Source: an optimization exercise on an open RTL-to-GDS flow (aim: small area and a short achievable clock period). Production flows keep margins and buffers that such runs may drop.
Function was checked by simulation only, so behaviour that the tests miss may differ from the original.

## bits_instruction_cache
module bits_instruction_cache
(
  input logic clk,
  input logic resetB,
  input logic mem_req,
  output logic mem_ack,
  input bits_pkg::word_t instruction_word,
  input bits_pkg::byte_mask_t valid_bytes,
  input bits_pkg::take_code_t instruction_process,
  output bits_pkg::cache_t instruction_cache,
  output logic space_available
);
clock: 6.5 ns
lec_check: 0
cap_margin: 20
core_margin: 2
core_utilization: 40
cts_buf_list: sky130_fd_sc_hd__clkbuf_4 sky130_fd_sc_hd__clkbuf_8
place_density: 0.55
setup_slack_margin: 1.3
slew_margin: 20
synth_hierarchical: 1
standard.sh (not shown) runs the stock make flow with config.mk's settings and CLKGATE_MAP_FILE= SYNTH_SCRIPT=/design/flow/synth_recipe.tcl, a recipe that flattens the netlist after the stock synthesis.
==> flow/flow/run.sh <==
#!/bin/bash
# The standard layout, with every input and output port buffered by a plain
# buffer (sky130_fd_sc_hd__buf_1) instead of the delay buffer that
# buffer_ports picks on its own. The resizer may still size these up.
set -euo pipefail
export BUFFER_PORTS_ARGS="-buffer_cell sky130_fd_sc_hd__buf_1"
bash standard.sh > standard.log 2>&1
The first run finished clean.
Rerun with:
- GPL_TIMING_DRIVEN: default -> 0
- SETUP_SLACK_MARGIN: 1.3 -> 1.0
- worst setup slack degrades by 330 ps
- synthesized cell count is unchanged
- clock-buffer cell count climbs by 1
- design area went up by 9.7%
- synthesized area does not change

========
== 12-15 ==
bits_instruction_cache again, from the RTL that the note above started with.
## bits_instruction_cache
module bits_instruction_cache
(
  input logic clk,
  input logic resetB,
  input logic mem_req,
  output logic mem_ack,
  input bits_pkg::word_t instruction_word,
  input bits_pkg::byte_mask_t valid_bytes,
  input bits_pkg::take_code_t instruction_process,
  output bits_pkg::cache_t instruction_cache,
  output logic space_available
);
  logic load_valid;
  logic [BYTE_COUNT_BITS-1:0] load_bytes;
  logic load_taken;
  bits_fill_ctrl u_fill_ctrl (
    .clk (clk),
    .resetB (resetB),
    .mem_req (mem_req),
    .valid_bytes (valid_bytes),
    .mem_ack (mem_ack),
    .space_available (space_available),
    .load_taken (load_taken),
    .load_valid (load_valid),
    .load_bytes (load_bytes)
  );
  bits_bit_buffer u_bit_buffer (
    .clk (clk),
    .resetB (resetB),
    .take (instruction_process),
    .load_valid (load_valid),
    .load_word (instruction_word),
    .load_bytes (load_bytes),
    .load_taken (load_taken),
    .instruction_cache (instruction_cache),
    .space_available (space_available)
  );
endmodule
export LEC_CHECK = 0
export CAP_MARGIN = 20
export CORE_MARGIN = 2
export CORE_UTILIZATION = 50
export CTS_BUF_LIST = sky130_fd_sc_hd__clkbuf_4 sky130_fd_sc_hd__clkbuf_8
export PLACE_DENSITY = 0.65
export SETUP_SLACK_MARGIN = 1.0
export SLEW_MARGIN = 20
export SYNTH_HIERARCHICAL = 1
create_clock -name core_clock -period 6.5 [get_ports {clk}]
Scripts as last shown in full above: flow/flow/run.sh
Input changes introduced in 08-18 (baseline for comparison: 12-15):
# 12-15
export LEC_CHECK = 0
export CAP_MARGIN = 20
export CORE_MARGIN = 2
export CORE_UTILIZATION = 50
export CTS_BUF_LIST = sky130_fd_sc_hd__clkbuf_4 sky130_fd_sc_hd__clkbuf_8
export PLACE_DENSITY = 0.65
export SETUP_SLACK_MARGIN = 1.0
export SLEW_MARGIN = 20
export SYNTH_HIERARCHICAL = 1
create_clock -name core_clock -period 6.5 [get_ports {clk}]
# 08-18
export LEC_CHECK = 0
export CAP_MARGIN = 20
export CORE_MARGIN = 2
export CORE_UTILIZATION = 45
export CTS_BUF_LIST = sky130_fd_sc_hd__clkbuf_4 sky130_fd_sc_hd__clkbuf_8
export PLACE_DENSITY = 0.6
export SETUP_SLACK_MARGIN = 1.3
export SLEW_MARGIN = 20
export SYNTH_HIERARCHICAL = 1
create_clock -name core_clock -period 6.5 [get_ports {clk}]
### Flow results
Re area added between synthesis and finish: 12-15 was lower than 08-18. Routed wire length went up by a few percent going from 12-15 to 08-18. Run comparison: 08-18 origin of the worst setup path instruction_process[1]; 12-15 origin of the worst setup path u_bit_buffer.room[2]. 12-15 reports its critical setup path kind as flip-flop to flip-flop while 08-18 reports input pin to flip-flop.

==> separate check: timing with driven ports <==
The results above use ideal ports. As a check the final layouts listed here were re-extracted and re-timed, cells and wires unchanged.
Step 1, drivers: a clkbuf_16 drives clk and a buf_2 each remaining input, both assumed.
Step 2 times the ports against the registers' clock, not the clock port: input delays grow and output delays shrink by t, the midpoint of the rising clock arrivals with the driver on.
Three values: ideal ports, drivers, drivers and shift; two values: the first two.
run	t, ns	setup slack, ns	worst setup path after step 2	pins driven straight from the clock port
the first run of note 1	0.512	1.318 / 1.318 / 0.914	input to register	1
the second run of note 1	0.520	0.984 / 0.984 / 0.618	input to register	1
12-15	0.532	1.112 / 1.112 / 0.658	input to register	1
08-18	0.508	1.295 / 1.313 / 0.805	input to register	1
After both steps setup and hold are still met in every run listed. For 08-18, which loses most, drivers alone change the setup slack by +0.018 ns; drivers and shift together by -0.490 ns.
